From an optimization exercise on the open Yosys and OpenROAD flow, aimed at small area and a short achievable clock period; shortcuts taken in it are not production practice.
The RTL was checked by simulation tests, not by an equivalence proof against the original design.
No activity file was given, so power comes from the tool's default toggle rates.

==> design/flow/design.v <==
module scope_trigger_capture #(
   parameter int unsigned DATA_W       = 12,
   parameter int unsigned ADDR_W       = 8,
   parameter int unsigned PRE_TRIG     = 64,
   parameter int unsigned AUTO_TIMEOUT = 4096
) (
   input  logic              clock,
   input  logic              reset_n,
   input  logic              sample_valid,
   input  logic [DATA_W-1:0] sample_data,
   input  logic              arm,
   input  logic [DATA_W-1:0] trig_level,
   input  logic              trig_rising,
   input  logic [ADDR_W-1:0] rd_addr,
   output logic [DATA_W-1:0] rd_data,
   output logic [2:0]        state,
   output logic              busy,
   output logic              capture_done,
   output logic              auto_fired
);
   localparam int unsigned DEPTH = 1 << ADDR_W;
   if (ADDR_W != 8) begin : g_addr_check
      $error("scope_trigger_capture: the read network is built for ADDR_W = 8");
   end
   localparam int unsigned POST  = DEPTH - PRE_TRIG;    
   if (PRE_TRIG < 1 || PRE_TRIG > DEPTH - 2 || AUTO_TIMEOUT < 1) begin : g_param_check
      $error("scope_trigger_capture: PRE_TRIG or AUTO_TIMEOUT out of range");
   end
   localparam int unsigned CNT_MAX = (AUTO_TIMEOUT > PRE_TRIG) ? AUTO_TIMEOUT : PRE_TRIG;
   localparam int unsigned CNT_W  = (CNT_MAX > 1) ? $clog2(CNT_MAX) : 1;
   localparam int unsigned PCNT_W = (POST > 2) ? $clog2(POST - 1) : 1;
   localparam logic [CNT_W-1:0]  LD_PRE  = CNT_W'((1 << CNT_W) - PRE_TRIG);
   localparam logic [CNT_W-1:0]  LD_WAIT = CNT_W'((1 << CNT_W) - AUTO_TIMEOUT);
   localparam logic [PCNT_W-1:0] LD_POST = PCNT_W'((1 << PCNT_W) - (POST - 1));
   localparam logic [2:0] S_IDLE    = 3'd0;
   localparam logic [2:0] S_PREFILL = 3'd1;
   localparam logic [2:0] S_WAIT    = 3'd2;
   localparam logic [2:0] S_POST    = 3'd3;
   localparam logic [2:0] S_DONE    = 3'd4;
   logic [2:0]        r_state;
   logic              r_busy;
   logic              r_done;
   logic              r_auto;
   logic [CNT_W-1:0]  r_cnt;
   logic [PCNT_W-1:0] r_pcnt;
   logic [DATA_W-1:0] win [DEPTH];
   logic              w_shift;
   logic              w_acc;
   logic              w_last;
   logic              w_plast;
   logic              w_edge;
   logic              w_fire;
   logic [DATA_W-1:0] w_prev;
   assign w_shift = sample_valid && !r_done;
   assign w_acc   = sample_valid && !arm && r_busy;
   assign w_last  = &r_cnt;
   assign w_plast = &r_pcnt;
   assign w_prev  = win[DEPTH-1];
   assign w_edge = trig_rising ? ((w_prev < trig_level) && (sample_data >= trig_level))
                               : ((w_prev > trig_level) && (sample_data <= trig_level));
   assign w_fire = w_edge || w_last;
   always_ff @(posedge clock or negedge reset_n) begin
      if (!reset_n) begin
         r_state <= S_IDLE;
         r_busy  <= 1'b0;
         r_done  <= 1'b0;
         r_auto  <= 1'b0;
      end else if (arm) begin
         r_state <= S_PREFILL;
         r_busy  <= 1'b1;
         r_done  <= 1'b0;
         r_auto  <= 1'b0;
      end else if (w_acc) begin
         case (r_state)
            S_PREFILL: if (w_last) r_state <= S_WAIT;
            S_WAIT: if (w_fire) begin
               r_state <= S_POST;
               r_auto  <= !w_edge;
            end
            S_POST: if (w_plast) begin
               r_state <= S_DONE;
               r_busy  <= 1'b0;
               r_done  <= 1'b1;
            end
            default: ;
         endcase
      end
   end
   always_ff @(posedge clock) begin
      if (arm) begin
         r_cnt <= LD_PRE;
      end else if (w_acc) begin
         if (r_state == S_PREFILL && w_last) r_cnt <= LD_WAIT;
         else                                r_cnt <= r_cnt + 1'b1;
      end
   end
   always_ff @(posedge clock) begin
      if (w_acc) begin
         if (r_state == S_WAIT) r_pcnt <= LD_POST;
         else                   r_pcnt <= r_pcnt + 1'b1;
      end
   end
   for (genvar k = 0; k < DEPTH; k++) begin : g_win
      always_ff @(posedge clock) begin
         if (w_shift) win[k] <= (k == DEPTH - 1) ? sample_data : win[(k + 1) % DEPTH];
      end
   end
   logic [15:0]       w_lo_sel;
   logic [15:0]       w_hi_sel;
   logic [DATA_W-1:0] w_rd;
   always_comb begin
      for (int l = 0; l < 16; l++) w_lo_sel[l] = (rd_addr[3:0] == 4'(l));
      for (int h = 0; h < 16; h++) w_hi_sel[h] = (rd_addr[7:4] == 4'(h));
   end
   for (genvar b = 0; b < DATA_W; b++) begin : g_rd
      logic [1:0]  p2 [16];    
      logic [15:0] n3;         
      logic [3:0]  p4;         
      logic [1:0]  n5;         
      for (genvar h = 0; h < 16; h++) begin : g_grp
         for (genvar o = 0; o < 2; o++) begin : g_oct
            logic [7:0] d;
            for (genvar l = 0; l < 8; l++) begin : g_d
               assign d[l] = win[16*h + 8*o + l][b];
            end
            stc_oct u_oct (.sel(w_lo_sel[8*o +: 8]), .d(d), .y(p2[h][o]));
         end
         stc_oai21 u_oai (.a1(p2[h][0]), .a2(p2[h][1]), .b(w_hi_sel[h]), .y(n3[h]));
      end
      for (genvar q = 0; q < 4; q++) begin : g_q
         stc_nand4 u_nd (.a(n3[4*q]), .b(n3[4*q+1]), .c(n3[4*q+2]), .d(n3[4*q+3]), .y(p4[q]));
      end
      stc_nor2  u_nr0 (.a(p4[0]), .b(p4[1]), .y(n5[0]));
      stc_nor2  u_nr1 (.a(p4[2]), .b(p4[3]), .y(n5[1]));
      stc_nand2 u_out (.a(n5[0]), .b(n5[1]), .y(w_rd[b]));
   end
   always_ff @(posedge clock) begin
      rd_data <= w_rd;
   end
   assign state        = r_state;
   assign busy         = r_busy;
   assign capture_done = r_done;
   assign auto_fired   = r_auto;
endmodule
module stc_oct (input logic [7:0] sel, input logic [7:0] d, output logic y);
   logic [3:0] n1;
   for (genvar i = 0; i < 4; i++) begin : g_pair
      assign n1[i] = !((sel[2*i] && d[2*i]) || (sel[2*i+1] && d[2*i+1]));
   end
   assign y = !(&n1);
endmodule
module stc_aoi22 (input logic a1, input logic a2, input logic b1, input logic b2, output logic y);
   assign y = !((a1 && a2) || (b1 && b2));
endmodule
module stc_oai21 (input logic a1, input logic a2, input logic b, output logic y);
   assign y = !((a1 || a2) && b);
endmodule
module stc_nand4 (input logic a, input logic b, input logic c, input logic d, output logic y);
   assign y = !(a && b && c && d);
endmodule
module stc_nor2 (input logic a, input logic b, output logic y);
   assign y = !(a || b);
endmodule
module stc_nand2 (input logic a, input logic b, output logic y);
   assign y = !(a && b);
endmodule
==> design/flow/constraint.sdc <==
create_clock -name core_clock -period 5.0 [get_ports {clock}]
set_input_delay 1.0000 -clock core_clock [delete_from_list [all_inputs] [get_ports {clock}]]
set_output_delay 1.0000 -clock core_clock [all_outputs]
set_load 0.01 [all_outputs]
==> design/flow/run.sh <==
#!/bin/bash
# synth_recipe.tcl (not shown) runs the flow's synth.tcl, then flattens the netlist and writes it again
# the make line also repeats each setting of config.mk as NAME=value (left out here)
make -C /OpenROAD-flow-scripts/flow DESIGN_CONFIG=/design/flow/config.mk WORK_HOME=/design/flow/orfs CLKGATE_MAP_FILE= SYNTH_SCRIPT=/design/flow/synth_recipe.tcl finish
==> design/flow/config.mk <==
export PLATFORM = sky130hd
export DESIGN_NAME = scope_trigger_capture
export DESIGN_NICKNAME = scope_trigger_capture
export VERILOG_FILES = /design/flow/design.v
export SDC_FILE = /design/flow/constraint.sdc
export NUM_CORES = 4
export LEC_CHECK = 0
export CAP_MARGIN = 20
export CORE_MARGIN = 2
export CORE_UTILIZATION = 45
export CTS_CLUSTER_DIAMETER = 60
export CTS_CLUSTER_SIZE = 30
export SETUP_SLACK_MARGIN = 2.6
export SLEW_MARGIN = 20
export SYNTH_HIERARCHICAL = 1
export SYNTH_MINIMUM_KEEP_SIZE = 0
==> results.py, run 1 <==
metrics = {
    "outcome": {
        "status": "timing/DRC/antenna clean",
    },
    "layout": {
        "synthToLayoutAreaGrowth_pct": 13.5,
        "nNetsFinal": 6095,
        "drive_above_1_share_pct": 11.5,
        "fin_cells": 9375,
    },
    "yosys": {
        "synth_most_common_cell": "edfxtp_1",
        "synthAdderAreaFrac_pct": 0.296,
        "syn_inst": 5529,
        "synth.yosys.warnings": 21,
        "synth_top_area_cell": "edfxtp_1",
        "synthMuxAreaShare_pct": 0,
        "yosys-top-cells-count": "edfxtp_1 (3,080), a22oi_1 (1,536), nand4_1 (437), o21ai_1 (192), nor2_1 (66)",
        "synthSimpleGateAreaFrac_pct": 3.18,
        "synth_compound_area_share_pct": 11.6,
        "syn_avg_cell_area_um2": 19.9,
        "synth_edf_count": 3080,
        "synth_top_family_by_area": "compound AO/OA/AOI/OAI gates",
        "synth-async-reset-ratio_pct": 0.193,
        "ys.flop_type": "edfxtp_1",
        "netlist.area_leader.share_pct": 84.2,
        "synth_area_leaders": "edfxtp_1 (84%), a22oi_1 (10%), nand4_1 (2.5%)",
        "synth_cell_types": 42,
        "syn_nets": 5592,
        "synth_xor_area_share_pct": 0.104,
        "yosysSeqAreaShare_pct": 84.8,
        "yosys_register_bits": 3110,
        "synth_area_um2": 110000,
    },
    "floorplanning": {
        "initial_utilization_pct": 45.2,
        "dieArea_um2": 248000,
        "rows": 181,
        "io_pins": 55,
        "die_width_um": 498,
        "design.core.area_um2": 243000,
        "fp.dieH_um": 498,
    },
    "critical_path": {
        "crit_path_end_kind": "flip-flop",
        "regToRegSetupSlack_ns": 2.73,
        "cp_data_required_time_ns": 5.77,
        "critPathLaunchType": "primary input",
        "worst_ep_arrival_time_ns": 3.31,
        "setup.worst_path.class": "in -> reg",
        "cp_max_fo": 74,
    },
    "clock_network": {
        "numCtsBuffers": 162,
        "cts_sinks": 3110,
        "cts_tree": "built",
        "cts_max_path_buffers": 3,
        "htreeDepth": 4,
        "cts_root_buf": "clkbuf_16",
        "insertion_delay_ns": 0.86,
        "clk_pin_slew_worst_paths_ns": 0.10,
    },
    "timing": {
        "finalCriticalPeriod_ns": 2.55,
        "period_share_pct": 50.9,
        "skew_ns": 0.0561,
        "timing.fmax_mhz": 393,
        "hold_viol": 0,
        "setup_violations": 0,
        "hold_ws_ns": 0.385,
        "tightest_slew_ns": 0.892,
        "finalSetupTns_ns": 0,
        "relSlewSlack_pct": 40.5,
        "rsz0062_at_grt": "yes",
        "maxSlewViolCount": 0,
    },
    "route": {
        "first_pass_iters": 5,
        "vias": 59500,
        "drt_iter0_markers": 7282,
        "ant_nets": 0,
        "wl_mm": 263,
        "wl_per_cell_um": 28.0,
        "avgViaCountPerCell": 6.35,
        "drc_errors": 0,
    },
    "global_route": {
        "gr-usage-met2_pct": 32.3,
        "groute.layer.met3.usage_pct": 2.86,
        "grt_max_degree": 150,
        "track_usage_pct": 20.3,
        "grt_overflow_total": 0,
        "grt_util_met1_pct": 29.9,
        "grt_busiest_layer": "met2",
        "grt_pass1_wl_mm": 386,
        "grt_pass1_vias": 58400,
        "grt_antenna_before_repair": 2,
    },
    "power": {
        "vdd_ir_drop_max_mv": 0.306,
        "power_mw": 49.2,
        "p_leak_nw": 39.7,
        "power_density_nw_per_um2": 394,
    },
    "placed_design": {
        "placedCellCount": 9001,
        "hpwlAfterDp_mm": 147,
        "gp_congestion": 0.782,
        "port_buffers": 54,
    },
    "job": {
        "drv_cap": 0,
    },
    "worst_hold_path": {
        "holdCritPathClass": "in -> async",
    },
}
==> placed cells by master (no fill, tap or decap), drive strengths merged, types with 14 or more instances in the layout <==
| cell | n |
|---|---|
| buf | 294 |
| inv | 75 |
| o21ai | 198 |
| nor3 | 18 |
| nor2 | 67 |
| a22oi | 1536 |
| edfxtp | 3080 |
| a21oi | 14 |
| nand2 | 28 |
| clkdlybuf4s50 | 29 |
| nand4 | 437 |
| ha | 26 |
| clkbuf | 190 |
| dfxtp | 24 |
| clkinv | 57 |
==> path summary, 6_finish.rpt <==
kind	from	endpoint	cells after the start
setup / recovery	rd_addr[0]	rd_data[10]$_DFF_P_	10
hold / removal	reset_n	r_done$_DFFE_PN0P_	1
setup reg to reg	win[255][1]$_DFFE_PP_	r_auto$_DFFE_PN0P_	7
hold reg to reg	win[249][8]$_DFFE_PP_	win[248][8]$_DFFE_PP_	0
max in group asynchronous	reset_n	r_state[1]$_DFFE_PN0P_	1
min in group core_clock	win[249][8]$_DFFE_PP_	win[248][8]$_DFFE_PP_	0
==> metal layers <==
layer	vias to the layer above	routed length, µm
met1	31200	112000
met3	316	20500
met5	-	0
met4	0	6180
met2	2686	124000
li1	25300	-
==> cell type report <==
type / count / area [µm²]
Antenna cell: 3 / 7.51
Sequential cell: 3110 / 93200
Multi-Input combinational cell: 2400 / 17200
Fill cell: 19200 / 118000
Clock inverter: 125 / 1600
Tap cell: 3202 / 4010
Timing Repair Buffer: 341 / 4500
Clock buffer: 177 / 4240
Inverter: 17 / 63.8
==> power breakdown <==
group	switching [mW]	internal (mW)	total (mW)
Sequential	0.817	30.3	31.1
Combinational	1.34	0.634	1.98
Clock	9.18	6.86	16.0
Total	11.3	37.8	49.2
==> flip-flops by register name, indices dropped and copies added, names as in the netlist <==
signal,cells
r_state,3
r_busy,1
r_done,1
r_pcnt,8
win,3072
r_cnt,12
r_auto,1
rd_data,12
==> cell families after synthesis <==
group                      Yosys count
adders and majority gates           26
buffers and inverters               20
and+or+nand+nor                    594
xor gates and xnor gates            13
AOI/OAI and AO/OA                 1766
DFF                               3110
==> Yosys stat by module, one instance, submodules excluded <==
module	area [µm²]	times used
scope_trigger_capture	94500	1
stc_nand2	3.75	12
stc_nand4	6.26	48
stc_nor2	3.75	24
stc_oai21	5.00	192
stc_oct	36.3	384
==> repair_timing <==
action,in CTS,in global routing
resized for setup,178,98
hold buffers,0,0
endpoints found under the setup margin,299,944
pin swaps,19,32
gates cloned,4,13
buffers inserted,37,15
==> critical path, cell delays in order <==
cell and delay [ns]:
buf_6 0.16, nand2b_4 0.22, nor2_4 0.12, buf_16 0.21
a22oi_1 0.36, nand4_1 0.16, o21ai_1 0.17, nand4_1 0.31
nor2_4 0.24, nand2_1 0.07
==> per-stage QoR <==
stage / instance area, µm² / setup WS, ns / utilization (%)
after CTS: 124000 / 2.51 / 51.0
final: 125000 / 2.45 / 51.3
after detailed placement: 117000 / 0.653 / 48.3
after global placement: 117000 / 0.671 / 48.3
after floorplan: 110000 / -42.24 / -
after global routing: 125000 / 2.50 / 51.3
==> run 2: changes to the inputs <==
--- a/design/flow/config.mk
+++ b/design/flow/config.mk
@@ -12,3 +12,3 @@
 export CTS_CLUSTER_SIZE = 30
-export SETUP_SLACK_MARGIN = 2.6
+export SETUP_SLACK_MARGIN = 2.9
 export SLEW_MARGIN = 20
==> run 2 against run 1 <==
Still clean on timing, DRC and antenna. Fmax up 5.1%. Cell count up 3.0%. Sequential power about the same. Global-route usage up 2.7 points. Clock skew up 0.0028 ns. Synthesized area unchanged. Wire length up 14%. Largest cell class unchanged. Largest power group unchanged.
==> results.py, run 2 <==
metrics = {
    "yosys": {
        "synth_edf_count": 3080,
        "syn_avg_cell_area_um2": 19.9,
        "synth_area_um2": 110000,
        "synth_most_common_cell": "edfxtp_1",
        "synth.yosys.warnings": 21,
        "ys.flop_type": "edfxtp_1",
        "syn_inst": 5529,
        "synth-async-reset-ratio_pct": 0.193,
        "synth_top_area_cell": "edfxtp_1",
        "netlist.area_leader.share_pct": 84.2,
        "yosysSeqAreaShare_pct": 84.8,
        "synth_cell_types": 42,
        "syn_nets": 5592,
        "synth_area_leaders": "edfxtp_1 (84%), a22oi_1 (10%), nand4_1 (2.5%)",
        "yosys-top-cells-count": "edfxtp_1 (3,080), a22oi_1 (1,536), nand4_1 (437), o21ai_1 (192), nor2_1 (66)",
        "yosys_register_bits": 3110,
    },
    "critical_path": {
        "crit_path_end_kind": "output port",
        "critPathLaunchType": "flip-flop",
        "crit_buf_inv": 1,
        "cp_data_required_time_ns": 4.00,
        "worst_ep_arrival_time_ns": 1.42,
        "critPathTopFamily": "flip-flops",
        "slowest_stage": "dfxtp_4",
        "cp_max_fo": 1,
        "slowest_delay_ns": 0.44,
        "setup.worst_path.class": "reg -> out",
        "path_cells": "buf_6",
    },
    "route": {
        "ant_nets": 0,
        "drc_errors": 0,
        "wl_mm": 298,
        "first_pass_iters": 8,
        "avgViaCountPerCell": 6.48,
        "vias": 62600,
        "wl_per_cell_um": 30.9,
        "drt_iter0_markers": 7874,
    },
    "floorplanning": {
        "dieArea_um2": 248000,
        "initial_utilization_pct": 45.2,
        "fp.dieH_um": 498,
        "io_pins": 55,
        "die_width_um": 498,
        "design.core.area_um2": 243000,
        "rows": 181,
    },
    "layout": {
        "top_regs": "win: 3072 flops, r_cnt: 12 flops, rd_data: 12 flops",
        "drive_above_1_share_pct": 18.3,
        "final_common_cell": "edfxtp_1",
        "nNetsFinal": 6371,
        "regMostFlops": "win",
        "largest_register_ffs": 3072,
        "final_cell_mix": "edfxtp_1 (3,080), a22oi_1 (1,398), nand4_1 (437)",
        "synthToLayoutAreaGrowth_pct": 19.8,
    },
    "clock_network": {
        "cts_max_path_buffers": 3,
        "clk_pin_slew_worst_paths_ns": 0.11,
        "htreeDepth": 4,
        "cts_tree": "built",
        "insertion_delay_ns": 0.87,
        "hold_buffers": 0,
        "numCtsBuffers": 162,
        "cts_root_buf": "clkbuf_16",
        "cts_sinks": 3110,
    },
    "timing": {
        "rsz0062_at_grt": "yes",
        "period_share_pct": 48.5,
        "hold_viol": 0,
        "setup_violations": 0,
        "maxSlewViolCount": 0,
        "timing.fmax_mhz": 413,
        "tightest_slew_ns": 0.876,
        "finalSetupTns_ns": 0,
        "relSlewSlack_pct": 41.6,
        "finalCriticalPeriod_ns": 2.42,
        "hold_ws_ns": 0.389,
        "skew_ns": 0.0590,
    },
    "power": {
        "netSwitchingFraction_pct": 23.4,
        "clkPwrFrac_pct": 32.4,
        "p_seq_share_pct": 62.5,
        "p_comb_share_pct": 5.1,
        "intPower_mw": 38.2,
        "power_density_nw_per_um2": 379,
        "vdd_ir_drop_max_mv": 0.304,
        "p_leak_nw": 42.5,
        "p_sw_mw": 11.7,
    },
    "global_route": {
        "grt_overflow_total": 0,
        "grt_pass1_wl_mm": 425,
        "grt_antenna_before_repair": 4,
        "grt_pass1_vias": 60500,
        "grt_max_degree": 89,
        "track_usage_pct": 23.0,
    },
    "worst_hold_path": {
        "holdCritPathClass": "in -> async",
    },
    "placed_design": {
        "gp_congestion": 0.782,
        "hpwlAfterDp_mm": 147,
        "port_buffers": 54,
    },
    "outcome": {
        "status": "timing/DRC/antenna clean",
    },
    "job": {
        "drv_cap": 0,
    },
}
## run 2: cell counts after synthesis
Identical to the previous run, type by type.
## run 2: routing by layer
metal / part of all wire [%] / wire length (µm) / up-vias / GRT usage [%]
li1: - / - / 25900 / -
met1: 41 / 121000 / 33000 / 32.8
met2: 48 / 143000 / 3300 / 36.9
met3: 8.6 / 25800 / 414 / 3.49
met4: 3.0 / 8820 / 4 / 6.86
met5: 0.0090 / 27 / - / 0
## run 2: worst paths after layout
| path | cells after the start | slack [ns] | startpoint | endpoint |
|---|---|---|---|---|
| worst max register to register | 9 | 2.87 | r_done$_DFFE_PN0P_ | win[117][3]$_DFFE_PP_ |
| worst max-delay path | 1 | 2.58 | rd_data[2]$_DFF_P_ | rd_data[2] |
| max in group asynchronous | 1 | 4.35 | reset_n | r_state[0]$_DFFE_PN0P_ |
| worst min-delay path | 1 | 0.39 | reset_n | r_done$_DFFE_PN0P_ |
| min in group core_clock | 0 | 0.42 | win[249][8]$_DFFE_PP_ | win[248][8]$_DFFE_PP_ |
| worst min register to register | 0 | 0.42 | win[249][8]$_DFFE_PP_ | win[248][8]$_DFFE_PP_ |
## run 2: power by group through the flow
stage | Sequential, mW | Clock, mW | Combinational (mW)
floorplan | 33.1 | 0 | 1.11
global placement | 31.6 | 0 | 1.83
detailed placement | 31.7 | 0 | 1.87
CTS | 31.1 | 16.5 | 2.37
global route | 31.3 | 17.3 | 2.68
finish | 31.2 | 16.1 | 2.55
## run 2: area by class of cell
class	count	area (µm²)
clock buffers	177	4240
diodes	5	12.5
inverters	17	63.8
fillers	18400	111000
clock inverters	125	1600
multi-input cells	2400	18200
repair buffers	617	10300
flip-flops and latches	3110	93200
well taps	3202	4010
## run 2: kinds of logic after synthesis
kind of cell | after synthesis | synth area share (%)
buf+inv | 20 | 0.0683
flops | 3110 | 84.8
fa+ha+maj | 26 | 0.296
xor+xnor | 13 | 0.104
compound gates | 1766 | 11.6
simple gates | 594 | 3.18
## run 2: through the flow
step / cells / worst slack (ns) / power, mW / cell area, µm² / utilization [%]
detailed placement: 9001 / 0.653 / 33.6 / 117000 / 48.3
finish: 9653 / 2.58 / 49.9 / 132000 / 54.1
global placement: 9001 / 0.671 / 33.5 / 117000 / 48.3
CTS: 9555 / 2.51 / 50.0 / 130000 / 53.3
global route: 9649 / 2.51 / 51.3 / 132000 / 54.1
floorplan: 5529 / -42.24 / 34.2 / 110000 / -
## run 2: what timing repair did
action / CTS / global route
cloned: 89 / 27
setup buffers: 163 / 66
pin swaps: 217 / 187
resized for setup: 617 / 147
endpoints found under the setup margin: 2158 / 1253
## run 2: modules after synthesis (local to each module, per instance)
module	cell area, µm²	flops+latches	cells inside
scope_trigger_capture	94500	3110	3333
stc_oct	36.3	0	5
stc_nand4	6.26	0	1
stc_oai21	5.00	0	1
stc_nand2	3.75	0	1
stc_nor2	3.75	0	1
## run 2: worst reg2reg max path: cells and delay by family, from the launching register on
family | cells | cell delay (ns)
AND/OR/NAND/NOR | 1 | 0.14
flip-flops | 1 | 0.39
buffers and inverters | 8 | 1.30
==> run 3: changes to the inputs <==
--- a/design/flow/config.mk
+++ b/design/flow/config.mk
@@ -9,3 +9,3 @@
 export CORE_MARGIN = 2
-export CORE_UTILIZATION = 45
+export CORE_UTILIZATION = 55
 export CTS_CLUSTER_DIAMETER = 60
==> run 3 against run 2 <==
Non-clock buffer count shrank 37. Register-to-register slack gained 0.06 ns. Core utilization grew 11 points. Clock-buffer cell count grew 13. Wire length shrank 1.4%. Worst setup slack lost 0.055 ns. Critical path type is now in -> reg. Flip-flop and latch count is the same. Sequential power is essentially flat.
==> results.py, run 3 <==
metrics = {
    "timing": {
        "period_share_pct": 49.6,
        "setup_violations": 0,
        "finalSetupTns_ns": 0,
        "hold_viol": 0,
        "rsz0062_at_grt": "yes",
        "maxSlewViolCount": 0,
        "timing.fmax_mhz": 403,
        "relSlewSlack_pct": 54.9,
        "skew_ns": 0.0333,
        "tightest_slew_ns": 0.676,
        "finalCriticalPeriod_ns": 2.48,
    },
    "clock_network": {
        "cts_tree": "built",
        "numCtsBuffers": 177,
        "cts_max_path_buffers": 3,
        "htreeDepth": 4,
        "clk_pin_slew_worst_paths_ns": 0.09,
        "cts_sinks": 3110,
        "cts_root_buf": "clkbuf_16",
        "insertion_delay_ns": 0.87,
    },
    "route": {
        "drc_errors": 0,
        "drt_iter0_markers": 8161,
        "wl_mm": 294,
        "first_pass_iters": 6,
        "vias": 62200,
        "ant_nets": 0,
        "wl_per_cell_um": 32.3,
        "avgViaCountPerCell": 6.84,
    },
    "floorplanning": {
        "fp.dieH_um": 451,
        "design.core.area_um2": 199000,
        "die_width_um": 451,
        "initial_utilization_pct": 55.2,
        "rows": 164,
        "io_pins": 55,
        "dieArea_um2": 203000,
    },
    "yosys": {
        "synth_xor_area_share_pct": 0.104,
        "synth_cell_types": 42,
        "yosys_register_bits": 3110,
        "synthSimpleGateAreaFrac_pct": 3.18,
        "synth_most_common_cell": "edfxtp_1",
        "yosysSeqAreaShare_pct": 84.8,
        "synth_compound_area_share_pct": 11.6,
        "synth_area_um2": 110000,
        "synth.yosys.warnings": 21,
        "synth-async-reset-ratio_pct": 0.193,
        "synthMuxAreaShare_pct": 0,
        "synthAdderAreaFrac_pct": 0.296,
        "syn_nets": 5592,
        "synth_top_area_cell": "edfxtp_1",
        "ys.flop_type": "edfxtp_1",
        "netlist.area_leader.share_pct": 84.2,
        "synth_edf_count": 3080,
        "synth_area_leaders": "edfxtp_1 (84%), a22oi_1 (10%), nand4_1 (2.5%)",
        "yosys-top-cells-count": "edfxtp_1 (3,080), a22oi_1 (1,536), nand4_1 (437), o21ai_1 (192), nor2_1 (66)",
        "synth_top_family_by_area": "compound AO/OA/AOI/OAI gates",
        "syn_avg_cell_area_um2": 19.9,
        "syn_inst": 5529,
    },
    "critical_path": {
        "reg2reg_to": "win[121][8]$_DFFE_PP_",
        "r2r_cells": 7,
        "worstReg2RegStart": "r_done$_DFFE_PN0P_",
        "worst_ep_arrival_time_ns": 3.21,
        "path_cells": "buf_12, nand2b_4, nor3_4, buf_12, buf_16, buf_16, a22oi_1, nand4_1, o21ai_1, nand4_1, nor2_4, nand2_2",
        "regToRegSetupSlack_ns": 2.93,
        "critPathLaunchType": "primary input",
        "crit_path_end_kind": "flip-flop",
        "cp_max_fo": 7,
        "cp_data_required_time_ns": 5.73,
        "critPathTopFamily": "simple AND/OR/NAND/NOR gates",
        "crit_buf_inv": 4,
        "slowest_delay_ns": 0.43,
        "setup.worst_path.class": "in -> reg",
        "slowest_stage": "nor2_4",
    },
    "power": {
        "p_sw_mw": 11.9,
        "p_comb_share_pct": 4.8,
        "intPower_mw": 39.4,
        "p_leak_nw": 42.6,
        "clkPwrFrac_pct": 34.4,
        "p_seq_share_pct": 60.7,
        "power_density_nw_per_um2": 393,
        "netSwitchingFraction_pct": 23.3,
        "vdd_ir_drop_max_mv": 0.386,
    },
    "worst_hold_path": {
        "hold_start": "sample_data[0]",
        "min_to": "win[255][0]$_DFFE_PP_",
        "holdCritPathClass": "in -> reg",
        "min_path_cells": 1,
    },
    "layout": {
        "top_regs": "win: 3072 flops, r_cnt: 12 flops, rd_data: 12 flops",
        "final_cell_mix": "edfxtp_1 (3,080), a22oi_1 (1,426), nand4_1 (437)",
        "regMostFlops": "win",
        "nNetsFinal": 6348,
        "synthToLayoutAreaGrowth_pct": 18.8,
        "drive_above_1_share_pct": 17.9,
        "final_util_pct": 65.6,
        "final_common_cell": "edfxtp_1",
        "fillerInstances": 13300,
        "largest_register_ffs": 3072,
    },
    "global_route": {
        "grt_max_degree": 108,
        "grt_pass1_wl_mm": 421,
        "grt_overflow_total": 0,
        "grt_pass1_vias": 60200,
        "track_usage_pct": 28.2,
        "grt_antenna_before_repair": 6,
    },
    "placed_design": {
        "port_buffers": 54,
        "hpwlAfterDp_mm": 149,
        "gp_congestion": 0.795,
    },
    "job": {
        "drv_cap": 0,
    },
    "outcome": {
        "status": "timing/DRC/antenna clean",
    },
}
## run 3: cell types whose count changed in the layout (fill, tap and decap cells not counted), sizes merged, moves of 4 or more
| cell | previous run | this run |
|---|---|---|
| buf | 527 | 483 |
| bufbuf | 32 | 51 |
| clkinv | 57 | 43 |
| inv | 75 | 89 |
| bufinv | 2 | 13 |
| clkinvlp | 8 | 15 |
| dlymetal6s2s | 4 | 10 |
| clkdlybuf4s15 | 5 | 1 |
## run 3: how the worst max path moves through the flow
stage,from,endpoint,cells past startpoint
global route,rd_addr[0],rd_data[8]$_DFF_P_,12
floorplan,sample_valid,win[0][0]$_DFFE_PP_,1
finish,rd_addr[3],rd_data[4]$_DFF_P_,12
global placement,rd_addr[3],rd_data[4]$_DFF_P_,12
CTS,rd_data[8]$_DFF_P_,rd_data[8],1
detailed placement,rd_addr[3],rd_data[4]$_DFF_P_,12
## run 3: timing repair
action	CTS	global route
setup endpoints to repair	2990	707
hold buffers	0	0
gates resized for setup	538	157
buffers inserted	126	33
gates cloned	82	15
pin swaps	176	164
## run 3: final cells by class
class	count	area [µm²]	area share (%)
sequential	3110	93200	71.4
multi-input combinational	2399	18100	13.8
timing repair buffer	580	9210	7.06
clock buffer	190	4670	3.58
tap	2656	3320	2.55
clock inverter	143	2050	1.57
inverter	17	63.8	0.0489
antenna	5	12.5	0.00958
## run 3: per-stage QoR
step	hold WS [ns]	setup slack [ns]	area [µm²]	instances	power [mW]
after global routing	0.352	2.44	131000	9095	52.8
after detailed placement	0.433	0.201	117000	8506	33.6
final	0.352	2.52	131000	9100	51.3
after floorplan	0.427	-42.24	110000	5529	34.2
after global placement	0.427	0.261	117000	8506	33.6
after CTS	0.327	2.50	129000	9047	51.5
## run 3: layer usage
layer,vias up,wire (µm),track usage [%]
met4,8,8300,7.79
li1,25900,-,-
met2,3295,139000,43.7
met5,-,63,0
met3,412,25800,4.10
met1,32600,122000,42.3
## run 3: Yosys stat by module (local to each module, per instance)
module | cells inside | flops+latches | times used | cell area, µm²
stc_oct | 5 | 0 | 384 | 36.3
stc_oai21 | 1 | 0 | 192 | 5.00
stc_nand4 | 1 | 0 | 48 | 6.26
stc_nor2 | 1 | 0 | 24 | 3.75
scope_trigger_capture | 3333 | 3110 | 1 | 94500
stc_nand2 | 1 | 0 | 12 | 3.75
## run 3: power groups by stage
stage / Sequential (mW) / Clock, mW / Combinational (mW)
floorplan: 33.1 / 0 / 1.11
global placement: 31.7 / 0 / 1.90
detailed placement: 31.7 / 0 / 1.93
CTS: 31.1 / 18.0 / 2.37
global route: 31.3 / 18.9 / 2.61
finish: 31.2 / 17.7 / 2.47
## run 3: cells by family after synthesis
kind of cell | after synthesis
fa+ha+maj | 26
buf+inv | 20
xor+xnor | 13
flops | 3110
compound gates | 1766
simple gates | 594
==> run 4: changes to the inputs <==
--- a/design/flow/design.v
+++ b/design/flow/design.v
@@ -107,3 +107,2 @@
    end
-   logic [15:0]       w_lo_sel;
    logic [15:0]       w_hi_sel;
@@ -111,3 +110,2 @@
    always_comb begin
-      for (int l = 0; l < 16; l++) w_lo_sel[l] = (rd_addr[3:0] == 4'(l));
       for (int h = 0; h < 16; h++) w_hi_sel[h] = (rd_addr[7:4] == 4'(h));
@@ -115,2 +113,4 @@
    for (genvar b = 0; b < DATA_W; b++) begin : g_rd
+      logic [15:0] w_lo_sel;
+      stc_dec4 u_dec (.a(rd_addr[3:0]), .y(w_lo_sel));
       logic [1:0]  p2 [16];    
@@ -144,2 +144,7 @@
 endmodule
+module stc_dec4 (input logic [3:0] a, output logic [15:0] y);
+   always_comb begin
+      for (int i = 0; i < 16; i++) y[i] = (a == 4'(i));
+   end
+endmodule
 module stc_oct (input logic [7:0] sel, input logic [7:0] d, output logic y);
--- a/design/flow/config.mk
+++ b/design/flow/config.mk
@@ -9,3 +9,3 @@
 export CORE_MARGIN = 2
-export CORE_UTILIZATION = 55
+export CORE_UTILIZATION = 45
 export CTS_CLUSTER_DIAMETER = 60
==> run 4 against run 3 <==
Global-route usage shrank 6.4 points. First-iteration DRC count grew 10%. Wire length shrank 1.1%. Sequential power is essentially flat. Combinational power grew 7%. Core utilization shrank 14 points. Synthesized cell count grew 4.1%. Non-clock buffer count shrank 140. Die area grew 26%. Clock power shrank 2%. Clock-buffer cell count shrank 12. Worst setup slack gained 0.046 ns. Critical path type is now reg -> out. Largest power group unchanged. Highest routed layer unchanged.
==> results.py, run 4 <==
metrics = {
    "outcome": {
        "status": "timing/DRC/antenna clean",
    },
    "power": {
        "vdd_ir_drop_max_mv": 0.413,
        "intPower_mw": 38.9,
        "p_sw_mw": 12.2,
        "power_mw": 51.1,
        "netSwitchingFraction_pct": 23.9,
        "clkPwrFrac_pct": 33.7,
        "p_comb_share_pct": 5.2,
        "p_seq_share_pct": 61.1,
        "power_density_nw_per_um2": 393,
        "p_leak_nw": 41.8,
    },
    "yosys": {
        "yosysSeqAreaShare_pct": 82.3,
        "synth_edf_count": 3080,
        "syn_inst": 5754,
        "synth-async-reset-ratio_pct": 0.193,
        "yosys_register_bits": 3110,
        "netlist.area_leader.share_pct": 81.7,
        "syn_nets": 5817,
        "synth_area_um2": 113000,
        "synth_most_common_cell": "edfxtp_1",
        "synth_top_area_cell": "edfxtp_1",
        "ys.flop_type": "edfxtp_1",
        "synth_area_leaders": "edfxtp_1 (82%), a22oi_1 (10%), nand4_1 (2.4%)",
        "syn_avg_cell_area_um2": 19.7,
        "yosys-top-cells-count": "edfxtp_1 (3,080), a22oi_1 (1,537), nand4_1 (439), o21ai_1 (192), and4bb_1 (60)",
        "synth.yosys.warnings": 22,
        "synth_cell_types": 57,
    },
    "timing": {
        "skew_ns": 0.0401,
        "hold_viol": 0,
        "rsz0062_at_grt": "yes",
        "period_share_pct": 48.7,
        "finalSetupTns_ns": 0,
        "setup_ws_ns": 2.57,
        "timing.fmax_mhz": 411,
        "setup_violations": 0,
        "tightest_slew_ns": 0.724,
        "relSlewSlack_pct": 51.6,
        "maxSlewViolCount": 0,
        "finalCriticalPeriod_ns": 2.43,
    },
    "layout": {
        "final_cell_mix": "edfxtp_1 (3,080), a22oi_1 (1,514), nand4_1 (439)",
        "synthToLayoutAreaGrowth_pct": 15.0,
        "top_regs": "win: 3072 flops, r_cnt: 12 flops, rd_data: 12 flops",
        "largest_register_ffs": 3072,
        "finalInstanceArea_um2": 130000,
        "regMostFlops": "win",
        "drive_above_1_share_pct": 16.2,
        "nNetsFinal": 6383,
        "final_common_cell": "edfxtp_1",
        "fin_cells": 9816,
    },
    "route": {
        "first_pass_iters": 6,
        "drc_errors": 0,
        "avgViaCountPerCell": 6.42,
        "wl_per_cell_um": 29.6,
        "drt_iter0_markers": 8984,
        "wl_mm": 291,
        "vias": 63000,
        "ant_nets": 0,
    },
    "placed_design": {
        "pre_cts_ws_ns": 0.984,
        "port_buffers": 54,
        "hpwlAfterDp_mm": 156,
        "placedCellCount": 9347,
        "gp_congestion": 0.806,
        "place_area_um2": 120000,
    },
    "floorplanning": {
        "die_width_um": 506,
        "dieArea_um2": 256000,
        "initial_utilization_pct": 45.1,
        "design.core.area_um2": 251000,
        "fp.dieH_um": 506,
        "rows": 184,
        "io_pins": 55,
    },
    "critical_path": {
        "path_cells": "buf_2",
        "critPathLaunchType": "flip-flop",
        "critPathTopFamily": "flip-flops",
        "worst_ep_arrival_time_ns": 1.43,
        "slowest_stage": "dfrtp_1",
        "crit_buf_inv": 1,
        "cp_max_fo": 2,
        "setup.worst_path.class": "reg -> out",
        "crit_path_end_kind": "output port",
        "cp_data_required_time_ns": 4.00,
        "slowest_delay_ns": 0.42,
    },
    "job": {
        "drv_cap": 0,
    },
    "global_route": {
        "grt_pass1_vias": 61200,
        "grt_overflow_total": 0,
        "grt_pass1_wl_mm": 417,
        "grt_antenna_before_repair": 17,
        "grt_max_degree": 90,
        "track_usage_pct": 21.8,
    },
    "clock_network": {
        "hold_buffers": 0,
        "cts_root_buf": "clkbuf_16",
        "clk_pin_slew_worst_paths_ns": 0.09,
        "numCtsBuffers": 172,
        "cts_max_path_buffers": 3,
        "cts_tree": "built",
        "htreeDepth": 4,
        "cts_sinks": 3110,
        "insertion_delay_ns": 0.88,
    },
    "worst_hold_path": {
        "holdCritPathClass": "in -> async",
    },
}
## run 4: cell types whose count changed after synthesis, sizes merged, moves of 4 or more
| cell | change |
|---|---|
| nand4 | +4 |
| buf | +49 |
| nand2b | -7 |
| nor4 | +11 |
| and4b | +48 |
| nand2 | +6 |
| nor2 | -14 |
| and4 | +13 |
| and4bb | +72 |
| nor4b | +47 |
## run 4: cell families after synthesis
group,share of synthesized area (%)
AOI/OAI and AO/OA,11.3
buffers and inverters,0.547
and+or+nand+nor,5.48
xor gates and xnor gates,0.124
adders and majority gates,0.287
DFF,82.3
muxes,0.00884
## run 4: what timing repair did
action,CTS,global route
gates cloned,34,22
setup endpoints to repair,3029,1561
setup buffers,69,22
resized for setup,466,173
pin swaps,46,49
## run 4: final timing paths
path | end | slack [ns] | start | depth (start not counted)
worst min-delay path | r_auto$_DFFE_PN0P_ | 0.38 | reset_n | 1
worst min register to register | win[31][9]$_DFFE_PP_ | 0.43 | win[32][9]$_DFFE_PP_ | 0
worst max register to register | r_state[0]$_DFFE_PN0P_ | 2.80 | win[255][5]$_DFFE_PP_ | 8
min in group core_clock | win[31][9]$_DFFE_PP_ | 0.43 | win[32][9]$_DFFE_PP_ | 0
worst max-delay path | auto_fired | 2.57 | r_auto$_DFFE_PN0P_ | 1
max in group asynchronous | r_state[1]$_DFFE_PN0P_ | 4.37 | reset_n | 1
## run 4: power groups by stage
| stage | Clock (mW) | Combinational, mW | Sequential [mW] |
|---|---|---|---|
| floorplan | 0 | 1.28 | 33.3 |
| global placement | 0 | 2.13 | 31.8 |
| detailed placement | 0 | 2.18 | 31.8 |
| CTS | 17.6 | 2.50 | 31.2 |
| global route | 18.5 | 2.80 | 31.4 |
| finish | 17.3 | 2.64 | 31.2 |
## run 4: metrics by stage
step / utilization (%) / hold WS (ns)
floorplan: - / 0.427
global placement: 47.8 / 0.427
detailed placement: 47.8 / 0.433
CTS: 51.4 / 0.330
global route: 51.9 / 0.363
finish: 51.9 / 0.381
## run 4: per-layer routing
metal  part of all wire (%)  global-route usage [%]  vias up
li1                       -                       -    26500
met1                     42                    32.2    32900
met2                     45                    32.7     3212
met3                    9.7                    4.14      433
met4                    3.2                    6.61        2
met5                 0.0027                       0        -
## run 4: area by class of cell
type | instances | area, µm²
Sequential cell | 3110 | 93200
Clock buffer | 178 | 4370
Inverter | 16 | 67.6
Multi-Input combinational cell | 2580 | 20500
Clock inverter | 138 | 2100
Tap cell | 3348 | 4190
Antenna cell | 6 | 15.0
Fill cell | 19600 | 121000
Timing Repair Buffer | 440 | 5690
## run 4: modules after synthesis (local to each module, per instance)
module,cells,flops+latches,cell area [µm²]
stc_nand4,1,0,6.26
stc_nand2,1,0,3.75
stc_oai21,1,0,5.00
stc_dec4,20,0,277
stc_nor2,1,0,3.75
stc_oct,5,0,36.3
scope_trigger_capture,3318,3110,94500
==> run 5: changes to the inputs <==
--- a/design/flow/config.mk
+++ b/design/flow/config.mk
@@ -12,3 +12,3 @@
 export CTS_CLUSTER_SIZE = 30
-export SETUP_SLACK_MARGIN = 2.9
+export SETUP_SLACK_MARGIN = 2.6
 export SLEW_MARGIN = 20
==> run 5 against run 4 <==
Critical endpoint is now rd_data[4]$_DFF_P_. Sequential share of layout area increased by 1.6 points. Worst hold slack got worse by 0.00072 ns. Clock-buffer cell count unchanged. Fmax about the same. Worst setup slack got worse by 0.0019 ns. Largest power group unchanged. Synthesized area unchanged. Clock skew increased by 0.0060 ns. Critical path depth increased by 7. Design area decreased by 2.2%. Cell count decreased by 1.0%. Combinational power decreased by 13%.
==> results.py, run 5 <==
metrics = {
    "outcome": {
        "status": "timing/DRC/antenna clean",
    },
    "layout": {
        "nNetsFinal": 6280,
        "regMostFlops": "win",
        "drive_above_1_share_pct": 13.2,
        "final_common_cell": "edfxtp_1",
        "largest_register_ffs": 3072,
        "final_util_pct": 50.8,
        "fillerInstances": 20000,
        "synthToLayoutAreaGrowth_pct": 12.4,
        "top_regs": "win: 3072 flops, r_cnt: 12 flops, rd_data: 12 flops",
        "finalInstanceArea_um2": 127000,
        "final_cell_mix": "edfxtp_1 (3,080), a22oi_1 (1,536), nand4_1 (439)",
    },
    "critical_path": {
        "worstReg2RegStart": "win[255][10]$_DFFE_PP_",
        "setup.worst_path.class": "in -> reg",
        "worst_ep_arrival_time_ns": 3.25,
        "cp-startpoint": "rd_addr[3]",
        "cp_max_fo": 53,
        "crit_path_end_kind": "flip-flop",
        "critPathLaunchType": "primary input",
        "cp_data_required_time_ns": 5.81,
    },
    "worst_hold_path": {
        "holdCritPathClass": "in -> async",
    },
    "clock_network": {
        "numCtsBuffers": 172,
        "cts_tree": "built",
        "hold_buffers": 0,
        "insertion_delay_ns": 0.88,
        "cts_max_path_buffers": 3,
        "cts_sinks": 3110,
        "clk_pin_slew_worst_paths_ns": 0.10,
        "htreeDepth": 4,
        "cts_root_buf": "clkbuf_16",
    },
    "job": {
        "drv_cap": 0,
    },
    "timing": {
        "finalSetupTns_ns": 0,
        "skew_ns": 0.0461,
        "tightest_slew_ns": 1.14,
        "setup_ws_ns": 2.57,
        "relSlewSlack_pct": 23.7,
        "period_share_pct": 48.7,
        "maxSlewViolCount": 0,
        "timing.fmax_mhz": 411,
        "hold_viol": 0,
        "rsz0062_at_grt": "yes",
        "finalCriticalPeriod_ns": 2.43,
        "setup_violations": 0,
    },
    "yosys": {
        "synth_cell_types": 57,
        "synth_most_common_cell": "edfxtp_1",
        "synth_edf_count": 3080,
        "syn_avg_cell_area_um2": 19.7,
        "yosys_register_bits": 3110,
        "syn_inst": 5754,
        "synth_area_um2": 113000,
        "yosys-top-cells-count": "edfxtp_1 (3,080), a22oi_1 (1,537), nand4_1 (439), o21ai_1 (192), and4bb_1 (60)",
        "syn_nets": 5817,
        "synth.yosys.warnings": 22,
        "synth_top_area_cell": "edfxtp_1",
        "ys.flop_type": "edfxtp_1",
        "synth_area_leaders": "edfxtp_1 (82%), a22oi_1 (10%), nand4_1 (2.4%)",
        "synth-async-reset-ratio_pct": 0.193,
        "netlist.area_leader.share_pct": 81.7,
        "yosysSeqAreaShare_pct": 82.3,
    },
    "route": {
        "vias": 61900,
        "first_pass_iters": 7,
        "avgViaCountPerCell": 6.37,
        "ant_nets": 0,
        "drt_iter0_markers": 8776,
        "wl_per_cell_um": 28.4,
        "drc_errors": 0,
        "wl_mm": 276,
    },
    "floorplanning": {
        "die_width_um": 506,
        "fp.dieH_um": 506,
        "rows": 184,
        "io_pins": 55,
        "design.core.area_um2": 251000,
        "initial_utilization_pct": 45.1,
        "dieArea_um2": 256000,
    },
    "global_route": {
        "grt_max_degree": 140,
        "grt_antenna_before_repair": 20,
        "grt_pass1_vias": 60600,
        "track_usage_pct": 20.9,
        "grt_overflow_total": 0,
        "grt_pass1_wl_mm": 404,
    },
    "placed_design": {
        "gp_congestion": 0.806,
        "place_area_um2": 120000,
        "hpwlAfterDp_mm": 156,
        "port_buffers": 54,
        "pre_cts_ws_ns": 0.984,
    },
    "power": {
        "p_leak_nw": 40.7,
        "power_density_nw_per_um2": 399,
        "vdd_ir_drop_max_mv": 0.400,
    },
}
## run 5: cell types whose count changed in the layout (fill, tap and decap cells not counted), moves of 13 or more
cell	previous run	this run
buf_16	63	8
and4bb_4	55	8
and4bb_2	12	48
and4b_4	31	2
buf_6	54	26
a22oi_1	1514	1536
a22oi_2	23	1
o21ai_1	171	192
o21ai_2	22	1
and4b_2	8	27
clkbuf_16	191	175
dlygate4sd2_1	19	5
buf_8	14	1
## run 5: stage by stage
step                cells  total power [mW]  hold WS (ns)
floorplan            5754              34.5         0.427
global placement     9347              33.9         0.427
detailed placement   9347              34.0         0.433
CTS                  9696              51.2         0.330
global route         9707              52.4         0.364
finish               9718              50.8         0.381
## run 5: path summary, 6_finish.rpt
| path | endpoint | slack, ns | cells past startpoint |
|---|---|---|---|
| min reg2reg | win[31][9]$_DFFE_PP_ | 0.43 | 0 |
| max | rd_data[4]$_DFF_P_ | 2.57 | 8 |
| min in group core_clock | win[31][9]$_DFFE_PP_ | 0.43 | 0 |
| max in group asynchronous | r_state[1]$_DFFE_PN0P_ | 4.38 | 1 |
| min | r_auto$_DFFE_PN0P_ | 0.38 | 1 |
| max reg2reg | r_state[0]$_DFFE_PN0P_ | 2.69 | 9 |
## run 5: report_power, final
part           switching [mW]  total (mW)  internal (mW)
Combinational            1.56        2.30          0.742
Clock                    9.68        17.2           7.56
Sequential              0.855        31.3           30.4
Total                    12.1        50.8           38.7
## run 5: cell families (layout without fill, tap and decap cells)
| kind of cell | Yosys count | after routing | synth area share (%) |
|---|---|---|---|
| fa+ha+maj | 26 | 26 | 0.287 |
| simple gates | 768 | 768 | 5.48 |
| other cells | 0 | 11 | 0 |
| compound gates | 1767 | 1767 | 11.3 |
| flops | 3110 | 3110 | 82.3 |
| mux | 1 | 1 | 0.00884 |
| buf+inv | 66 | 671 | 0.547 |
| xor+xnor | 16 | 16 | 0.124 |
## run 5: metal layers
metal,vias to the layer above,wire (µm),track usage (%)
li1,26300,-,-
met1,32200,116000,30.9
met2,3046,127000,31.7
met3,394,25400,3.76
met4,6,7560,6.47
met5,-,35,0
## run 5: Yosys stat by module, one instance, submodules excluded
| module | cells inside | cell area (µm²) |
|---|---|---|
| scope_trigger_capture | 3318 | 94500 |
| stc_dec4 | 20 | 277 |
| stc_nand2 | 1 | 3.75 |
| stc_nand4 | 1 | 6.26 |
| stc_nor2 | 1 | 3.75 |
| stc_oai21 | 1 | 5.00 |
| stc_oct | 5 | 36.3 |
## run 5: cell type report
type | instances | area [µm²] | area share [%]
antenna | 11 | 27.5 | 0.0216
clock buffer | 178 | 4370 | 3.43
clock inverter | 138 | 2100 | 1.65
inverter | 16 | 67.6 | 0.0531
multi-input combinational | 2578 | 19900 | 15.6
sequential | 3110 | 93200 | 73.2
tap | 3348 | 4190 | 3.29
timing repair buffer | 339 | 3450 | 2.71
## run 5: timing repair
item / 4_1_cts / 5_1_grt
buffers inserted: 29 / 10
endpoints found under the hold margin: 0 / 0
pin swaps: 11 / 15
endpoints found under the setup margin: 2533 / 26
resized for setup: 182 / 103
gates cloned: 4 / 1
## run 5: critical path: stages
cell,delay [ns]
buf_16,0.17
and4bb_1,1.10
a22oi_1,0.22
nand4_1,0.17
o21ai_1,0.13
nand4_1,0.17
nor2_1,0.08
nand2_1,0.11
==> run 6: changes to the inputs <==
--- a/design/flow/config.mk
+++ b/design/flow/config.mk
@@ -12,3 +12,3 @@
 export CTS_CLUSTER_SIZE = 30
-export SETUP_SLACK_MARGIN = 2.6
+export SETUP_SLACK_MARGIN = 3.0
 export SLEW_MARGIN = 20
==> run 6 against run 5 <==
Cell count rose by 1.9%. Sequential power about the same. Combinational power is about 20% higher. Clock skew barely moved. Non-clock buffer count increased by 180. Core utilization up 1.9 points. Clock power hardly changed. Global-route usage up 1.0 points. Critical endpoint is now auto_fired. Total power increased by 1.0%. Worst setup slack better by 0.0078 ns.
==> results.py, run 6 <==
metrics = {
    "timing": {
        "period_share_pct": 48.5,
        "setup_violations": 0,
        "skew_ns": 0.0460,
        "tightest_slew_ns": 0.726,
        "hold_ws_ns": 0.386,
        "finalSetupTns_ns": 0,
        "hold_viol": 0,
        "setup_ws_ns": 2.57,
        "maxSlewViolCount": 0,
        "timing.fmax_mhz": 412,
        "relSlewSlack_pct": 51.5,
        "finalCriticalPeriod_ns": 2.43,
        "rsz0062_at_grt": "yes",
    },
    "global_route": {
        "track_usage_pct": 22.0,
        "grt_max_degree": 122,
        "grt_pass1_wl_mm": 421,
        "grt_pass1_vias": 61500,
        "grt_overflow_total": 0,
        "grt_antenna_before_repair": 19,
    },
    "clock_network": {
        "cts_tree": "built",
        "insertion_delay_ns": 0.88,
        "cts_max_path_buffers": 3,
        "cts_root_buf": "clkbuf_16",
        "clk_pin_slew_worst_paths_ns": 0.09,
        "htreeDepth": 4,
        "numCtsBuffers": 172,
        "cts_sinks": 3110,
    },
    "yosys": {
        "synth_cell_types": 57,
        "syn_avg_cell_area_um2": 19.7,
        "ys.flop_type": "edfxtp_1",
        "synthAdderAreaFrac_pct": 0.287,
        "yosysSeqAreaShare_pct": 82.3,
        "synth_area_um2": 113000,
        "synth_xor_area_share_pct": 0.124,
        "synthSimpleGateAreaFrac_pct": 5.48,
        "synth_top_area_cell": "edfxtp_1",
        "synth_top_family_by_area": "compound AO/OA/AOI/OAI gates",
        "synth_most_common_cell": "edfxtp_1",
        "netlist.area_leader.share_pct": 81.7,
        "yosys-top-cells-count": "edfxtp_1 (3,080), a22oi_1 (1,537), nand4_1 (439), o21ai_1 (192), and4bb_1 (60)",
        "synthMuxAreaShare_pct": 0.00884,
        "yosys_register_bits": 3110,
        "syn_inst": 5754,
        "synth.yosys.warnings": 22,
        "syn_nets": 5817,
        "synth_compound_area_share_pct": 11.3,
        "synth-async-reset-ratio_pct": 0.193,
        "synth_edf_count": 3080,
        "synth_area_leaders": "edfxtp_1 (82%), a22oi_1 (10%), nand4_1 (2.4%)",
    },
    "route": {
        "drt_iter0_markers": 9188,
        "drc_errors": 0,
        "wl_per_cell_um": 30.2,
        "first_pass_iters": 6,
        "vias": 64000,
        "wl_mm": 299,
        "ant_nets": 0,
        "avgViaCountPerCell": 6.46,
    },
    "power": {
        "vdd_ir_drop_max_mv": 0.391,
        "intPower_mw": 39.0,
        "p_sw_mw": 12.3,
        "p_comb_share_pct": 5.4,
        "clkPwrFrac_pct": 33.7,
        "power_density_nw_per_um2": 389,
        "netSwitchingFraction_pct": 24.0,
        "p_seq_share_pct": 60.9,
        "p_leak_nw": 42.4,
    },
    "layout": {
        "drive_above_1_share_pct": 18.7,
        "final_common_cell": "edfxtp_1",
        "regMostFlops": "win",
        "fin_cells": 9898,
        "finalInstanceArea_um2": 132000,
        "fillerInstances": 19500,
        "final_cell_mix": "edfxtp_1 (3,080), a22oi_1 (1,438), nand4_1 (439)",
        "largest_register_ffs": 3072,
        "top_regs": "win: 3072 flops, r_cnt: 12 flops, rd_data: 12 flops",
        "nNetsFinal": 6463,
        "synthToLayoutAreaGrowth_pct": 16.6,
    },
    "placed_design": {
        "place_area_um2": 120000,
        "gp_congestion": 0.806,
        "port_buffers": 54,
        "pre_cts_ws_ns": 0.984,
        "placedCellCount": 9347,
        "hpwlAfterDp_mm": 156,
    },
    "critical_path": {
        "setup.worst_path.class": "reg -> out",
        "reg2reg_to": "r_state[0]$_DFFE_PN0P_",
        "worstReg2RegStart": "win[255][5]$_DFFE_PP_",
        "cp-startpoint": "r_auto$_DFFE_PN0P_",
        "worst_ep_arrival_time_ns": 1.43,
        "critPathTopFamily": "flip-flops",
        "path_cells": "buf_2",
        "crit_path_end_kind": "output port",
        "worst-path-stages": 1,
        "slowest_stage": "dfrtp_1",
        "slowest_delay_ns": 0.42,
        "r2r_cells": 8,
        "cp_max_fo": 2,
        "crit_buf_inv": 1,
        "critPathLaunchType": "flip-flop",
        "cp_data_required_time_ns": 4.00,
        "regToRegSetupSlack_ns": 2.80,
    },
    "floorplanning": {
        "die_width_um": 506,
        "rows": 184,
        "fp.dieH_um": 506,
        "dieArea_um2": 256000,
        "io_pins": 55,
        "initial_utilization_pct": 45.1,
        "design.core.area_um2": 251000,
    },
    "job": {
        "drv_cap": 0,
    },
    "outcome": {
        "status": "timing/DRC/antenna clean",
    },
    "worst_hold_path": {
        "holdCritPathClass": "in -> async",
    },
}
-- run 6: kinds of logic (layout without fill, tap and decap cells) --
logic type,after synthesis,count (layout)
AOI/OAI and AO/OA,1767,1767
xor gates and xnor gates,16,16
adders and majority gates,26,26
buffers and inverters,66,851
DFF,3110,3110
muxes,1,1
other,0,8
and+or+nand+nor,768,771
-- run 6: worst max path at each step --
stage | end | slack [ns]
5_1_grt | auto_fired | 2.52
3_5_place_dp | rd_data[5]$_DFF_P_ | 0.98
3_3_place_gp | r_state[0]$_DFFE_PN0P_ | 0.93
2_1_floorplan | win[0][0]$_DFFE_PP_ | -42.24
6_report | auto_fired | 2.57
4_1_cts | auto_fired | 2.51
-- run 6: final cells by class --
| type | count | area (µm²) | share of cell area [%] |
|---|---|---|---|
| sequential | 3110 | 93200 | 70.6 |
| inverter | 16 | 67.6 | 0.0512 |
| multi-input combinational | 2581 | 21000 | 15.9 |
| tap | 3348 | 4190 | 3.17 |
| clock buffer | 178 | 4370 | 3.31 |
| timing repair buffer | 519 | 6980 | 5.29 |
| antenna | 8 | 20.0 | 0.0152 |
| clock inverter | 138 | 2100 | 1.60 |
-- run 6: stage by stage --
stage | power [mW] | util (%)
after floorplan | 34.5 | -
after global placement | 33.9 | 47.8
after detailed placement | 34.0 | 47.8
after CTS | 51.4 | 51.7
after global routing | 52.9 | 52.6
final | 51.3 | 52.6
-- run 6: per-module statistics from Yosys, one instance, submodules excluded --
module,cell area (µm²),times used,cells inside,flip-flops and latches
scope_trigger_capture,94500,1,3318,3110
stc_dec4,277,12,20,0
stc_nand2,3.75,12,1,0
stc_nand4,6.26,48,1,0
stc_nor2,3.75,24,1,0
stc_oai21,5.00,192,1,0
stc_oct,36.3,384,5,0
-- run 6: timing repair --
item                                   in CTS  in global routing
pin swaps                                  86                194
endpoints found under the hold margin       0                  0
hold buffers                                0                  0
cloned                                     35                 35
setup endpoints to repair                3112                724
gates resized for setup                   569                235
setup buffers                              97                 60
-- run 6: power groups by stage --
stage / Clock, mW / Combinational (mW) / Sequential, mW
6_report: 17.3 / 2.77 / 31.3
2_1_floorplan: 0 / 1.28 / 33.3
5_1_grt: 18.5 / 2.93 / 31.4
3_5_place_dp: 0 / 2.18 / 31.8
4_1_cts: 17.6 / 2.54 / 31.3
3_3_place_gp: 0 / 2.13 / 31.8
-- run 6: routing by layer --
metal  GRT usage, %  share of wire (%)  vias to the layer above
met5              0             0.0027                        -
met4           6.97                3.2                        2
met3           4.00                 10                      447
met2           33.1                 46                     3542
met1           32.5                 41                    33300
li1               -                  -                    26700
==> run 7: changes to the inputs <==
--- a/design/flow/config.mk
+++ b/design/flow/config.mk
@@ -12,3 +12,3 @@
 export CTS_CLUSTER_SIZE = 30
-export SETUP_SLACK_MARGIN = 3.0
+export SETUP_SLACK_MARGIN = 2.75
 export SLEW_MARGIN = 20
==> run 7 against run 6 <==
Sequential power is essentially flat. Total power shrank 0.77%. Die area is the same. Via count shrank 2.5%. Non-clock buffer count shrank 140. Worst hold slack lost 0.0064 ns. First-iteration DRC count shrank 6.5%. Core utilization shrank 1.4 points. Design area shrank 2.8%. Synthesized cell count is the same. Clock power is essentially flat. Critical path type unchanged. Critical endpoint is now state[0]. Largest cell class unchanged. Largest power group unchanged.
==> results.py, run 7 <==
metrics = {
    "clock_network": {
        "cts_root_buf": "clkbuf_16",
        "cts_max_path_buffers": 3,
        "numCtsBuffers": 172,
        "htreeDepth": 4,
        "insertion_delay_ns": 0.88,
        "cts_sinks": 3110,
        "clk_pin_slew_worst_paths_ns": 0.09,
        "cts_tree": "built",
    },
    "yosys": {
        "yosys_register_bits": 3110,
        "ys.flop_type": "edfxtp_1",
        "synth_top_area_cell": "edfxtp_1",
        "syn_inst": 5754,
        "yosysSeqAreaShare_pct": 82.3,
        "synth-async-reset-ratio_pct": 0.193,
        "syn_avg_cell_area_um2": 19.7,
        "syn_nets": 5817,
        "synth_most_common_cell": "edfxtp_1",
        "yosys-top-cells-count": "edfxtp_1 (3,080), a22oi_1 (1,537), nand4_1 (439), o21ai_1 (192), and4bb_1 (60)",
        "synth_edf_count": 3080,
        "synth.yosys.warnings": 22,
        "synth_area_leaders": "edfxtp_1 (82%), a22oi_1 (10%), nand4_1 (2.4%)",
        "synth_cell_types": 57,
        "synth_area_um2": 113000,
        "netlist.area_leader.share_pct": 81.7,
    },
    "critical_path": {
        "worst_ep_arrival_time_ns": 1.42,
        "slowest_stage": "dfrtp_2",
        "critPathLaunchType": "flip-flop",
        "crit_buf_inv": 1,
        "slowest_delay_ns": 0.44,
        "cp_data_required_time_ns": 4.00,
        "crit_path_end_kind": "output port",
        "cp_max_fo": 2,
        "path_cells": "buf_6",
        "setup.worst_path.class": "reg -> out",
        "critPathTopFamily": "flip-flops",
    },
    "global_route": {
        "grt_antenna_before_repair": 20,
        "grt_overflow_total": 0,
        "grt_max_degree": 140,
        "track_usage_pct": 21.1,
        "grt_pass1_wl_mm": 406,
        "grt_pass1_vias": 60700,
    },
    "layout": {
        "top_regs": "win: 3072 flops, r_cnt: 12 flops, rd_data: 12 flops",
        "fillerInstances": 19800,
        "final_cell_mix": "edfxtp_1 (3,080), a22oi_1 (1,535), nand4_1 (439)",
        "final_common_cell": "edfxtp_1",
        "register_area_um2": 93200,
        "largest_register_ffs": 3072,
        "drive_above_1_share_pct": 14.4,
        "multi_input_area_um2": 20100,
        "synthToLayoutAreaGrowth_pct": 13.4,
        "regMostFlops": "win",
        "nNetsFinal": 6320,
    },
    "floorplanning": {
        "dieArea_um2": 256000,
        "design.core.area_um2": 251000,
        "initial_utilization_pct": 45.1,
        "fp.dieH_um": 506,
        "rows": 184,
        "io_pins": 55,
        "die_width_um": 506,
    },
    "timing": {
        "finalSetupTns_ns": 0,
        "finalCriticalPeriod_ns": 2.42,
        "rsz0062_at_grt": "yes",
        "period_share_pct": 48.4,
        "skew_ns": 0.0445,
        "hold_viol": 0,
        "hold_ws_ns": 0.380,
        "timing.fmax_mhz": 414,
        "relSlewSlack_pct": 30.9,
        "setup_violations": 0,
        "maxSlewViolCount": 0,
        "tightest_slew_ns": 1.04,
    },
    "power": {
        "p_seq_share_pct": 61.4,
        "clkPwrFrac_pct": 33.9,
        "p_comb_share_pct": 4.8,
        "netSwitchingFraction_pct": 23.9,
        "intPower_mw": 38.8,
        "p_leak_nw": 41.1,
        "p_sw_mw": 12.1,
        "vdd_ir_drop_max_mv": 0.396,
        "power_density_nw_per_um2": 397,
    },
    "route": {
        "drt_iter0_markers": 8594,
        "first_pass_iters": 6,
        "wl_per_cell_um": 28.8,
        "ant_nets": 0,
        "avgViaCountPerCell": 6.39,
        "vias": 62400,
        "drc_errors": 0,
        "wl_mm": 282,
    },
    "placed_design": {
        "gp_congestion": 0.806,
        "hpwlAfterDp_mm": 156,
        "port_buffers": 54,
    },
    "outcome": {
        "status": "timing/DRC/antenna clean",
    },
    "job": {
        "drv_cap": 0,
    },
    "worst_hold_path": {
        "holdCritPathClass": "in -> reg",
    },
}
[run 7: changes by cell type in the layout (fill, tap and decap cells not counted), moves of 15 or more]
cell / delta
o21ai_2: -35
buf_16: -31
and4bb_2: +25
a22oi_2: -97
and4bb_4: -30
clkbuf_16: -18
buf_6: -29
a22oi_1: +97
and4b_4: -26
diode_2: +15
and4b_2: +18
o21ai_1: +35
buf_12: -38
[run 7: path summary, 6_finish.rpt]
| kind | start | endpoint | slack [ns] | cells after the start |
|---|---|---|---|---|
| min reg2reg | win[32][9]$_DFFE_PP_ | win[31][9]$_DFFE_PP_ | 0.43 | 0 |
| max | r_state[0]$_DFFE_PN0P_ | state[0] | 2.58 | 1 |
| min in group asynchronous | reset_n | r_auto$_DFFE_PN0P_ | 0.39 | 1 |
| min | sample_data[1] | win[255][1]$_DFFE_PP_ | 0.38 | 1 |
| max reg2reg | win[255][4]$_DFFE_PP_ | r_state[0]$_DFFE_PN0P_ | 2.78 | 8 |
| max in group asynchronous | reset_n | r_state[1]$_DFFE_PN0P_ | 4.37 | 1 |
[run 7: layout make-up]
cell class | instances | share of cell area (%)
clock buffer | 178 | 3.41
clock inverter | 138 | 1.64
inverter | 16 | 0.0527
multi-input combinational | 2578 | 15.7
sequential | 3110 | 72.6
antenna | 23 | 0.0449
timing repair buffer | 379 | 3.29
tap | 3348 | 3.26
[run 7: Yosys stat by module, one instance, submodules excluded]
module                 area (µm²)  flip-flops and latches  cells
scope_trigger_capture       94500                    3110   3318
stc_dec4                      277                       0     20
stc_nand2                    3.75                       0      1
stc_nand4                    6.26                       0      1
stc_nor2                     3.75                       0      1
stc_oai21                    5.00                       0      1
stc_oct                      36.3                       0      5
[run 7: power by group through the flow]
stage	Sequential [mW]	Clock, mW	Combinational, mW
finish	31.2	17.2	2.42
global placement	31.8	0	2.13
global route	31.4	18.5	2.59
detailed placement	31.8	0	2.18
floorplan	33.3	0	1.28
CTS	31.3	17.6	2.32
[run 7: kinds of logic after synthesis]
family / count (synthesis) / synth area share (%)
flip-flops: 3110 / 82.3
AO/OA/AOI/OAI: 1767 / 11.3
AND/OR/NAND/NOR: 768 / 5.48
buffers and inverters: 66 / 0.547
adder cells (fa/ha/maj): 26 / 0.287
XOR/XNOR: 16 / 0.124
multiplexers: 1 / 0.00884
[run 7: metrics by stage]
stage	cells	setup slack, ns	area [µm²]	power, mW	util [%]
after floorplan	5754	-42.24	113000	34.5	-
after global routing	9750	2.52	128000	52.5	51.2
after CTS	9713	2.51	127000	51.2	50.8
after detailed placement	9347	0.984	120000	34.0	47.8
final	9770	2.58	128000	50.9	51.2
after global placement	9347	0.935	120000	33.9	47.8
[run 7: routing by layer]
layer / GRT usage [%] / routed length (µm) / up-vias
met1: 31.2 / 118000 / 32400
met4: 6.25 / 7880 / 4
met2: 31.9 / 129000 / 3178
met5: 0 / 22 / -
met3: 3.78 / 26800 / 408
li1: - / - / 26400
[run 7: what timing repair did]
item	4_1_cts	5_1_grt
pin swaps	24	24
hold buffers	0	0
resized for setup	311	107
buffers inserted	44	20
gates cloned	6	14
setup endpoints to repair	2834	972

-- static timing again, ports no longer ideal --
No port has a modelled driver above. Below, the same layouts with a new extraction and two added sets of constraints. Step 1: set_driving_cell puts a clkbuf_16 on clock and a buf_2 on each other input, an assumption about the parent block. Step 2, shift: input delay + t, output delay - t, t = (earliest + latest rising clock arrival at the registers) / 2. This alone moves slack from input paths to output paths. a / b / c = no drivers / after step 1 / after step 2; a / b = the first two.
run	t (ns)	setup slack, ns	latest minus earliest clock arrival (ns)	worst slew at a driven data input, ns
run 1	0.929	2.453 / 2.495 / 1.567	0.071 / 0.070	0.07
run 2	0.934	2.576 / 2.489 / 1.694	0.069 / 0.070	0.08
run 3	0.945	2.521 / 2.479 / 1.606	0.055 / 0.055	0.07
run 4	0.956	2.567 / 2.466 / 1.510	0.046 / 0.046	0.64
run 5	0.953	2.565 / 2.262 / 1.309	0.051 / 0.052	0.48
run 6	0.954	2.573 / 2.349 / 1.396	0.054 / 0.053	0.89
run 7	0.949	2.582 / 2.359 / 1.411	0.051 / 0.051	0.59
After both steps setup and hold are still met in every run listed. The setup slack of run 5, which loses most, moves by -0.303 ns with the drivers and by -1.256 ns with both steps.
